This design comes from an exercise in tuning for small area, a short achievable clock period and few clock cycles per item on the open sky130 flow, not from production work. In this exercise RTL edits were held to simulation tests only and were not proved equivalent to the original. Power figures rest on the tool's default switching activity, not on a simulated workload.

**flow/run.sh**
```bash
#!/bin/bash
# synth_recipe.tcl (not shown) runs the flow's synth.tcl, then flattens the netlist and writes it again
# the make line also repeats each setting of config.mk as NAME=value (left out here)
make -C /OpenROAD-flow-scripts/flow DESIGN_CONFIG=/design/flow/config.mk WORK_HOME=/design/flow/orfs CLKGATE_MAP_FILE= SYNTH_SCRIPT=/design/flow/synth_recipe.tcl finish
```
**flow/config.mk**
```make
export PLATFORM = sky130hd
export DESIGN_NAME = idct_top
export DESIGN_NICKNAME = idct_top
export VERILOG_FILES = /design/flow/design.v
export SDC_FILE = /design/flow/constraint.sdc
export NUM_CORES = 4
export LEC_CHECK = 0
export CAP_MARGIN = 20
export CORE_MARGIN = 2
export CORE_UTILIZATION = 40
export SLEW_MARGIN = 20
```
**flow/constraint.sdc**
```tcl
create_clock -name core_clock -period 10.0 [get_ports {Clock}]
set_input_delay 2.0000 -clock core_clock [delete_from_list [all_inputs] [get_ports {Clock}]]
set_output_delay 2.0000 -clock core_clock [all_outputs]
set_load 0.01 [all_outputs]
```
**flow/design.v**
```verilog
`timescale 1ns/1ps
package idct_pkg;
	typedef enum logic [2:0] {
		IDLE,
		LOAD,
		ROW_PASS,
		ROW_DRAIN,
		COL_PASS,
		COL_DRAIN
	} idct_state_e;
	typedef logic signed [16-1:0] coef_t;
	typedef logic signed [24-1:0]    tval_t;
	typedef logic [7:0]                    pixel_t;
	typedef struct packed {
		logic [5:0] index;    
		coef_t      value;
	} coef_in_t;
	typedef struct packed {
		tval_t lane_1;
		tval_t lane_0;
	} tpair_t;
	typedef struct packed {
		logic [2:0] row;      
		logic [2:0] col;
		pixel_t     pixel_0;
		pixel_t     pixel_1;  
	} pixel_pair_out_t;
	function automatic logic signed [13-1:0] cos_table(input logic [2:0] k, input logic [2:0] j);
		logic signed [13-1:0] c;
		case ({k, j})
			6'd0: c = 13'sd1448;
			6'd1: c = 13'sd1448;
			6'd2: c = 13'sd1448;
			6'd3: c = 13'sd1448;
			6'd4: c = 13'sd1448;
			6'd5: c = 13'sd1448;
			6'd6: c = 13'sd1448;
			6'd7: c = 13'sd1448;
			6'd8: c = 13'sd2008;
			6'd9: c = 13'sd1702;
			6'd10: c = 13'sd1137;
			6'd11: c = 13'sd399;
			6'd12: c = -13'sd399;
			6'd13: c = -13'sd1137;
			6'd14: c = -13'sd1702;
			6'd15: c = -13'sd2008;
			6'd16: c = 13'sd1892;
			6'd17: c = 13'sd783;
			6'd18: c = -13'sd783;
			6'd19: c = -13'sd1892;
			6'd20: c = -13'sd1892;
			6'd21: c = -13'sd783;
			6'd22: c = 13'sd783;
			6'd23: c = 13'sd1892;
			6'd24: c = 13'sd1702;
			6'd25: c = -13'sd399;
			6'd26: c = -13'sd2008;
			6'd27: c = -13'sd1137;
			6'd28: c = 13'sd1137;
			6'd29: c = 13'sd2008;
			6'd30: c = 13'sd399;
			6'd31: c = -13'sd1702;
			6'd32: c = 13'sd1448;
			6'd33: c = -13'sd1448;
			6'd34: c = -13'sd1448;
			6'd35: c = 13'sd1448;
			6'd36: c = 13'sd1448;
			6'd37: c = -13'sd1448;
			6'd38: c = -13'sd1448;
			6'd39: c = 13'sd1448;
			6'd40: c = 13'sd1137;
			6'd41: c = -13'sd2008;
			6'd42: c = 13'sd399;
			6'd43: c = 13'sd1702;
			6'd44: c = -13'sd1702;
			6'd45: c = -13'sd399;
			6'd46: c = 13'sd2008;
			6'd47: c = -13'sd1137;
			6'd48: c = 13'sd783;
			6'd49: c = -13'sd1892;
			6'd50: c = 13'sd1892;
			6'd51: c = -13'sd783;
			6'd52: c = -13'sd783;
			6'd53: c = 13'sd1892;
			6'd54: c = -13'sd1892;
			6'd55: c = 13'sd783;
			6'd56: c = 13'sd399;
			6'd57: c = -13'sd1137;
			6'd58: c = 13'sd1702;
			6'd59: c = -13'sd2008;
			6'd60: c = 13'sd2008;
			6'd61: c = -13'sd1702;
			6'd62: c = 13'sd1137;
			6'd63: c = -13'sd399;
			default: c = '0;
		endcase
		cos_table = c;
	endfunction
endpackage
`timescale 1ns/1ps
module block_ram #(
	parameter int WIDTH = 16,
	parameter int DEPTH = 64
) (
	input  logic                     Clock,
	input  logic                     wr_en,
	input  logic [$clog2(DEPTH)-1:0] wr_addr,
	input  logic [WIDTH-1:0]         wr_data,
	input  logic [$clog2(DEPTH)-1:0] rd_addr,
	output logic [WIDTH-1:0]         rd_data
);
	logic [WIDTH-1:0] mem [DEPTH];
	always_ff @(posedge Clock) begin
		if (wr_en) begin
			mem[wr_addr] <= wr_data;
		end
		rd_data <= mem[rd_addr];    
	end
endmodule
`timescale 1ns/1ps
import idct_pkg::*;
module mac_pair (
	input  logic                         Clock,
	input  logic                         Resetn,
	input  logic                         mac_valid,
	input  logic                         mac_first,
	input  logic                         mac_last,
	input  logic signed [40-1:0]  operand,
	input  logic signed [13-1:0] coef_0,
	input  logic signed [13-1:0] coef_1,
	output logic                         sum_valid,
	output idct_pkg::tpair_t                       t_out,
	output idct_pkg::pixel_t                       pix_0,
	output idct_pkg::pixel_t                       pix_1
);
	typedef logic signed [40-1:0] acc_t;
	acc_t coef_ext_0, coef_ext_1;
	acc_t acc_0, acc_1;
	acc_t acc_next_0, acc_next_1;
	acc_t fin_0, fin_1;    
	logic fin_valid;
	function automatic idct_pkg::pixel_t clip_pixel(input acc_t sum);
		acc_t   scaled;
		idct_pkg::pixel_t result;
		scaled = sum >>> 16;
		if (scaled < 0) begin
			result = '0;
		end else if (scaled > 255) begin
			result = idct_pkg::pixel_t'(255);
		end else begin
			result = idct_pkg::pixel_t'(scaled);
		end
		clip_pixel = result;
	endfunction
	assign coef_ext_0 = acc_t'(coef_0);
	assign coef_ext_1 = acc_t'(coef_1);
	assign acc_next_0 = (mac_first ? acc_t'(0) : acc_0) + operand * coef_ext_0;
	assign acc_next_1 = (mac_first ? acc_t'(0) : acc_1) + operand * coef_ext_1;
	always_ff @(posedge Clock) begin
		if (mac_valid) begin
			acc_0 <= acc_next_0;
			acc_1 <= acc_next_1;
			if (mac_last) begin
				fin_0 <= acc_next_0;
				fin_1 <= acc_next_1;
			end
		end
		t_out.lane_0 <= idct_pkg::tval_t'(fin_0 >>> 8);
		t_out.lane_1 <= idct_pkg::tval_t'(fin_1 >>> 8);
		pix_0 <= clip_pixel(fin_0);
		pix_1 <= clip_pixel(fin_1);
	end
	always_ff @(posedge Clock or negedge Resetn) begin
		if (!Resetn) begin
			fin_valid <= 1'b0;
			sum_valid <= 1'b0;
		end else begin
			fin_valid <= mac_valid && mac_last;
			sum_valid <= fin_valid;    
		end
	end
endmodule
`timescale 1ns/1ps
import idct_pkg::*;
module idct_sequencer (
	input  logic                         Clock,
	input  logic                         Resetn,
	input  logic                         coef_valid,
	input  idct_pkg::coef_in_t                     coef_in,
	input  idct_pkg::coef_t                        q_rd_data,
	input  idct_pkg::tpair_t                       t_rd_data,
	input  logic                         sum_valid,
	input  idct_pkg::tpair_t                       t_out,
	input  idct_pkg::pixel_t                       pix_0,
	input  idct_pkg::pixel_t                       pix_1,
	output logic                         q_wr_en,
	output logic [5:0]                   q_wr_addr,
	output idct_pkg::coef_t                        q_wr_data,
	output logic [5:0]                   q_rd_addr,
	output logic                         t_wr_en,
	output logic [4:0]                   t_wr_addr,
	output idct_pkg::tpair_t                       t_wr_data,
	output logic [4:0]                   t_rd_addr,
	output logic                         mac_valid,
	output logic                         mac_first,
	output logic                         mac_last,
	output logic signed [40-1:0]  operand,
	output logic signed [13-1:0] coef_0,
	output logic signed [13-1:0] coef_1,
	output logic                         pix_valid,
	output idct_pkg::pixel_pair_out_t              pix_out,
	output logic                         done,
	output logic                         busy
);
	idct_pkg::idct_state_e state;
	logic [5:0]  load_cnt;
	logic [7:0]  step;        
	logic        accept;
	logic        row_phase;
	logic        col_phase;
	logic        s1_valid;    
	logic        s1_col;
	logic [7:0]  s1_step;
	logic [2:0]  s1_k;
	logic [4:0]  s1_pair;
	logic [4:0]  s2_pair;
	logic [4:0]  s3_pair;     
	logic [1:0]  tab_sel;
	idct_pkg::tval_t       t_half;
	assign accept = coef_valid && (state == IDLE || state == LOAD);
	assign row_phase = (state == ROW_PASS) || (state == ROW_DRAIN);
	assign col_phase = (state == COL_PASS) || (state == COL_DRAIN);
	assign busy = row_phase || col_phase;
	assign q_wr_en = accept;
	assign q_wr_addr = coef_in.index;
	assign q_wr_data = coef_in.value;
	assign q_rd_addr = {step[7:5], step[2:0]};    
	assign t_rd_addr = {step[2:0], step[5:4]};    
	assign s1_k = s1_step[2:0];
	assign s1_pair = s1_step[7:3];
	assign tab_sel = s1_col ? s1_pair[4:3] : s1_pair[1:0];    
	assign t_half = s1_pair[0] ? t_rd_data.lane_1 : t_rd_data.lane_0;
	assign mac_valid = s1_valid;
	assign mac_first = s1_valid && (s1_k == 3'd0);
	assign mac_last = s1_valid && (s1_k == 3'd7);
	assign operand = s1_col ? 40'(t_half) : 40'(q_rd_data);
	assign coef_0 = idct_pkg::cos_table(s1_k, {tab_sel, 1'b0});
	assign coef_1 = idct_pkg::cos_table(s1_k, {tab_sel, 1'b1});
	assign t_wr_en = sum_valid && row_phase;
	assign t_wr_addr = s3_pair;
	assign t_wr_data = t_out;
	always_ff @(posedge Clock or negedge Resetn) begin
		if (!Resetn) begin
			state <= IDLE;
			load_cnt <= '0;
			step <= '0;
			s1_valid <= 1'b0;
			s1_col <= 1'b0;
			pix_valid <= 1'b0;
			done <= 1'b0;
		end else begin
			s1_valid <= (state == ROW_PASS) || (state == COL_PASS);
			s1_col <= (state == COL_PASS);
			pix_valid <= sum_valid && col_phase;
			done <= 1'b0;
			case (state)
				IDLE, LOAD: begin
					if (accept) begin
						load_cnt <= load_cnt + 6'd1;    
						step <= '0;
						state <= (load_cnt == 6'd63) ? ROW_PASS : LOAD;
					end
				end
				ROW_PASS: begin
					step <= step + 8'd1;
					if (step == 8'd255) begin
						state <= ROW_DRAIN;
					end
				end
				ROW_DRAIN: begin
					if (sum_valid) begin
						state <= COL_PASS;
					end
				end
				COL_PASS: begin
					step <= step + 8'd1;
					if (step == 8'd255) begin
						state <= COL_DRAIN;
					end
				end
				COL_DRAIN: begin
					if (pix_valid) begin    
						done <= 1'b1;
						state <= IDLE;
					end
				end
				default: state <= IDLE;
			endcase
		end
	end
	always_ff @(posedge Clock) begin
		s1_step <= step;
		s2_pair <= s1_pair;
		s3_pair <= s2_pair;
		pix_out.row <= {s3_pair[4:3], 1'b0};
		pix_out.col <= s3_pair[2:0];
		pix_out.pixel_0 <= pix_0;
		pix_out.pixel_1 <= pix_1;
	end
endmodule
`timescale 1ns/1ps
import idct_pkg::*;
module idct_top (
	input  logic            Clock,
	input  logic            Resetn,
	input  logic            coef_valid,
	input  logic [5:0]      coef_in_index,
	input  logic [16-1:0] coef_in_value,
	output logic            pix_valid,
	output logic [2:0]      pix_out_row,
	output logic [2:0]      pix_out_col,
	output logic [7:0]      pix_out_pixel_0,
	output logic [7:0]      pix_out_pixel_1,
	output logic            done,
	output logic            busy
);
	localparam int Q_DEPTH = 8 * 8;
	localparam int T_DEPTH = Q_DEPTH / 2;    
	logic                         q_wr_en;
	logic [5:0]                   q_wr_addr;
	idct_pkg::coef_t                        q_wr_data;
	logic [5:0]                   q_rd_addr;
	idct_pkg::coef_t                        q_rd_data;
	logic                         t_wr_en;
	logic [4:0]                   t_wr_addr;
	idct_pkg::tpair_t                       t_wr_data;
	logic [4:0]                   t_rd_addr;
	idct_pkg::tpair_t                       t_rd_data;
	logic                         mac_valid;
	logic                         mac_first;
	logic                         mac_last;
	logic signed [40-1:0]  operand;
	logic signed [13-1:0] coef_0;
	logic signed [13-1:0] coef_1;
	logic                         sum_valid;
	idct_pkg::tpair_t                       t_out;
	idct_pkg::pixel_t                       pix_0;
	idct_pkg::pixel_t                       pix_1;
	idct_pkg::coef_in_t                     coef_in;
	idct_pkg::pixel_pair_out_t              pix_out;
	assign coef_in.index = coef_in_index;
	assign coef_in.value = coef_in_value;
	assign pix_out_row = pix_out.row;
	assign pix_out_col = pix_out.col;
	assign pix_out_pixel_0 = pix_out.pixel_0;
	assign pix_out_pixel_1 = pix_out.pixel_1;
	block_ram #(.WIDTH(16), .DEPTH(Q_DEPTH)) q_buf_i (
		.Clock   (Clock),
		.wr_en   (q_wr_en),
		.wr_addr (q_wr_addr),
		.wr_data (q_wr_data),
		.rd_addr (q_rd_addr),
		.rd_data (q_rd_data)
	);
	block_ram #(.WIDTH(2 * 24), .DEPTH(T_DEPTH)) t_buf_i (
		.Clock   (Clock),
		.wr_en   (t_wr_en),
		.wr_addr (t_wr_addr),
		.wr_data (t_wr_data),
		.rd_addr (t_rd_addr),
		.rd_data (t_rd_data)
	);
	mac_pair mac_pair_i (
		.Clock     (Clock),
		.Resetn    (Resetn),
		.mac_valid (mac_valid),
		.mac_first (mac_first),
		.mac_last  (mac_last),
		.operand   (operand),
		.coef_0    (coef_0),
		.coef_1    (coef_1),
		.sum_valid (sum_valid),
		.t_out     (t_out),
		.pix_0     (pix_0),
		.pix_1     (pix_1)
	);
	idct_sequencer idct_sequencer_i (
		.Clock      (Clock),
		.Resetn     (Resetn),
		.coef_valid (coef_valid),
		.coef_in    (coef_in),
		.q_rd_data  (q_rd_data),
		.t_rd_data  (t_rd_data),
		.sum_valid  (sum_valid),
		.t_out      (t_out),
		.pix_0      (pix_0),
		.pix_1      (pix_1),
		.q_wr_en    (q_wr_en),
		.q_wr_addr  (q_wr_addr),
		.q_wr_data  (q_wr_data),
		.q_rd_addr  (q_rd_addr),
		.t_wr_en    (t_wr_en),
		.t_wr_addr  (t_wr_addr),
		.t_wr_data  (t_wr_data),
		.t_rd_addr  (t_rd_addr),
		.mac_valid  (mac_valid),
		.mac_first  (mac_first),
		.mac_last   (mac_last),
		.operand    (operand),
		.coef_0     (coef_0),
		.coef_1     (coef_1),
		.pix_valid  (pix_valid),
		.pix_out    (pix_out),
		.done       (done),
		.busy       (busy)
	);
endmodule
```
==> key figures <==
Detailed routing
  • 1st-pass router iterations: 7
  • Avg WL per Cell: around 27 um
  • Initial DRC count: between 7k and 8k
  • # DRC: 0
  • Final ANT Viol Nets: 0
  • Routed vias: between 60k and 70k
  • DRT Wirelength: about 340000 um
  • Via density per instance: between 5 and 6

Die
  • Initial core utilization: about 40%
  • Die area: approximately 0.34 sq mm
  • Core Box Area: 0.333 sq mm
  • Io pins: 50
  • Die width: just under 600 um
  • Die Height: approximately 580 um
  • Number of core rows: 212

Logic synthesis
  • Post-synthesis mux area share: approximately 14%
  • Cell Area, Synth: 0.133 sq mm
  • Syn Area/Cell: 17.8 sq um
  • Synth Area in Simple Gates: 3.77%
  • Register area share after synthesis: a little under two thirds
  • Gate Count Post-Synth: ~7.5k
  • Number of enable-type register cells in the synthesized netlist: roughly 2.7k
  • Post-synth ARST share: less than 1%
  • Synth Area in XOR/XNOR: 0.637%
  • Flops & latches, synth: just under 3k
  • Library cells used by synthesis: 73
  • Predominant post-synthesis flop cell: edfxtp_1
  • Yosys Warn Count: 4
  • Largest family of logic cells by synthesized area: multiplexers
  • Post-synthesis adder-cell area fraction: 12.3%
  • Synth Net Count: about 8.4k
  • Synth Area in Compound Gates: under 10%

Worst setup path
  • CP max FO: slightly above 40
  • Worst R2R End: mac_pair_i.fin_0[39]
  • WP data required: between 10 and 15 ns
  • Reg2reg path depth: 27
  • Kind of critical path: reg -> reg
  • CP startpoint: idct_sequencer_i.s1_col
  • Reg2reg start: idct_sequencer_i.s1_col
  • CP startpoint kind: register
  • Critical path capture point type: register
  • Worst Path Arrival: between 9 and 10 ns
  • Reg2Reg Setup Slack: a little over 0.8 ns
  • Setup crit end: mac_pair_i.fin_0[39]

Timing
  • Final Hold Fails: 0
  • FMAX: 109 MHz
  • Post-route minimum period: roughly 9.2 ns
  • Final Cycle Share: 91.9%
  • Max-slew violation count: 0
  • RSZ-0062 raised after global routing: false
  • Fin Clk Skew: 0.0897 ns
  • Tightest Pin Transition: 1.24 ns
  • PnR worst setup slack: roughly 0.8 ns
  • Max_slew headroom: ~18%
  • Post-Route Setup TNS: 0 ns
  • Setup Viol. Count Final: 0

Place
  • RePlAce Congestion: 0.893
  • DP Area: about 0.14 sq mm
  • Detailed placement HPWL: ~210000 um
  • Placement Setup Slack: between 0.6 and 0.7 ns
  • Port bufs: 48
  • Cells after DPL: approximately 12k

Clock tree
  • CTS Buffer Depth: 4
  • CTS tree: built
  • Hold Buf Count CTS: 0
  • CTS root buffer: clkbuf_16
  • H-Tree Depth: 5
  • Clock latency (worst-skew pair): a little over 0.9 ns
  • Sink Count: around 2.9k
  • Number of CTS-inserted buffers: between 300 and 400
  • Clock slew at reported path FFs: ~0.060 ns

Run
  • MaxCap Viol Count: 0

Status
  • Status: no timing/DRC/antenna violations

GRT
  • Pin count of the biggest net entering global routing: between 100 and 150
  • Gr ovfl total: 0
  • Initial antenna violation count: 11
  • GRT Total Usage: between 10% and 20%
  • Global-route wire length before repair: about 500000 um
  • Vias in the first global route: approximately 70k

Layout
  • Layout Utilization: a little under half
  • Share of layout cells above drive strength 1: between 20 and 25%
  • Most frequent cells in the layout: 2704 x edfxtp_1, 826 x inv_1, 816 x mux4_2
  • Final instance area: between 0.15 and 0.2 sq mm
  • # nets final: roughly 8.6k
  • Area grow syn2layout: 12.7%
  • Fin cells: between 10k and 15k
  • Most common cell after layout, fill and taps aside: edfxtp_1

Pwr
  • LEAKAGE: approximately 52 nW
  • Pwr Density: around 160 mW/mm^2
  • Maximum vdd ir drop: 0.171 mV

Worst hold path
  • Hold WC Path Type: reg -> reg
state kept, by name (all words and copies together) (netlist names), 6 cells and up:
name and flops:
mac_pair_i.acc_0 40, idct_sequencer_i.load_cnt 6, mac_pair_i.t_out 48, mac_pair_i.fin_1 32, idct_sequencer_i.s1_step 8, mac_pair_i.pix_1 8, mac_pair_i.acc_1 40, idct_sequencer_i.pix_out 21
q_buf_i.mem 1024, idct_sequencer_i.step 8, mac_pair_i.pix_0 8, mac_pair_i.fin_0 32, q_buf_i.rd_data 16, t_buf_i.mem 1536, t_buf_i.rd_data 48
where the power goes:
group	internal [mW]	leakage [nW]	total (mW)	switching, mW
Clock	6.86	5.09	11.6	4.78
Sequential	13.1	26.1	13.1	0
Combinational	0.00824	21.3	0.0830	0.0747
logic make-up (layout without fill, tap and decap cells):
kind of cell	Yosys count	after routing
compound gates	354	354
xor+xnor	97	97
fa+ha+maj	900	900
buf+inv	1172	1657
flops	2894	2894
mux	894	894
other cells	1	10
simple gates	1177	1177
how the worst min path moves through the flow:
| stage | slack [ns] | cells past startpoint | endpoint | startpoint |
|---|---|---|---|---|
| after global routing | 0.32 | 0 | idct_sequencer_i.pix_out[12] | mac_pair_i.pix_0[4] |
| after detailed placement | 0.31 | 0 | idct_sequencer_i.pix_out[9] | mac_pair_i.pix_0[1] |
| after floorplan | 0.31 | 0 | idct_sequencer_i.pix_out[0] | mac_pair_i.pix_1[0] |
| after CTS | 0.31 | 0 | idct_sequencer_i.pix_out[13] | mac_pair_i.pix_0[5] |
| after global placement | 0.31 | 0 | idct_sequencer_i.s2_pair[2] | idct_sequencer_i.s1_step[5] |
| final | 0.31 | 0 | idct_sequencer_i.pix_out[13] | mac_pair_i.pix_0[5] |
area by class of cell:
type / instances / area (sq um)
diodes: 9 / 22.5
fillers: 28300 / 182000
clock inverters: 172 / 1910
repair buffers: 257 / 2090
flip-flops and latches: 2894 / 85100
inverters: 827 / 3100
well taps: 4387 / 5490
clock buffers: 401 / 8490
multi-input cells: 3423 / 44200
synth_stat cells (4+ instances only):
library cell,count,area share [%]
dfrtp_1,23,0.43
ha_1,214,2.0
or3b_2,4,0.026
nand2b_1,20,0.094
and2_1,111,0.52
nor2_1,514,1.4
nor3_1,29,0.11
a211oi_1,13,0.073
xor2_1,25,0.16
a22oi_1,4,0.023
inv_1,826,2.3
a32o_1,4,0.030
or3_1,11,0.052
nor4_1,9,0.042
buf_2,89,0.33
o21ai_1,8,0.030
or2_2,5,0.023
nand2_1,403,1.1
o211ai_1,12,0.068
dfxtp_1,167,2.5
o22ai_1,6,0.028
fa_1,686,10
a221oi_1,9,0.059
xnor2_1,72,0.47
nand4_1,14,0.066
buf_1,48,0.13
nand3b_1,7,0.039
nand3_1,25,0.094
a21oi_1,106,0.40
mux4_2,816,14
a21o_1,55,0.31
mux2_2,51,0.43
edfxtp_1,2704,61
o21ai_0,61,0.23
mux2i_1,26,0.20
nor2b_1,8,0.038
a31oi_1,18,0.084
and3_1,11,0.052
o21a_1,7,0.039
o21bai_1,10,0.056
o31ai_1,5,0.028
clkbuf_1,206,0.58
per-stage QoR:
step | power, mW | hold WS, ns
2_1_floorplan | 13.4 | 0.310
3_3_place_gp | 13.4 | 0.312
3_5_place_dp | 13.4 | 0.312
4_1_cts | 25.0 | 0.314
5_1_grt | 25.5 | 0.325
6_report | 24.8 | 0.314
metal layers:
metal / part of all wire [%] / global-route usage [%] / up-vias
met5: 0.0039 / 0 / -
met4: 3.0 / 5.80 / 2
met3: 6.3 / 2.53 / 495
li1: - / - / 28300
met1: 42 / 28.4 / 36600
met2: 48 / 32.4 / 2449
critical path: stages (launching register included):
cell       delay [ns]
dfrtp_2          0.45
mux2i_2          0.73
nor2_1           0.25
nand2_1          0.16
o21ai_0          0.15
a221oi_4         0.26
buf_4            0.42
clkinv_1         0.47
fa_1             0.63
inv_1            0.07
fa_1             0.54
inv_1            0.05
fa_1             0.49
fa_1             0.52
fa_1             0.50
inv_1            0.05
fa_1             0.48
inv_1            0.05
ha_1             0.38
nand2_1          0.08
o21ai_0          0.25
a31oi_1          0.11
a2111oi_2        0.65
nor2_1           0.26
o31ai_2          0.45
nand3_1          0.17
a31oi_1          0.19
xnor2_1          0.11
what timing repair did:
item,CTS,global route
setup buffers,0,5
endpoints found under the hold margin,0,0
resized for setup,0,0
setup endpoints to repair,0,2
Testbench counts, summed over its fixed seeds: cycles 111,944, blocks 192.

separate check: timing with driven ports:
The results above use ideal ports. As a check the final layout listed here was re-extracted and re-timed, cells and wires unchanged.
Step 1 sets driving cells, clkbuf_16 on the clock port and buf_2 on the other inputs (assumed; they add their load-dependent delay and slew).
Step 2 times the ports against the registers' clock, not the clock port: input delays grow and output delays shrink by t, the midpoint of the rising clock arrivals with the driver on.
Slacks: ideal / step 1 / step 2; pairs: ideal / step 1.
t, ns: 0.980
slack for setup (ns): 0.809 / 0.809 / 0.809
clock arrival spread, ns: 0.104 / 0.105
worst data-port slew with drivers (ns): 0.18
pins driven straight from the clock port: 1
After both steps setup and hold are still met in this run. For this run, drivers alone change the setup slack by 0.000 ns; drivers and shift together by 0.000 ns.
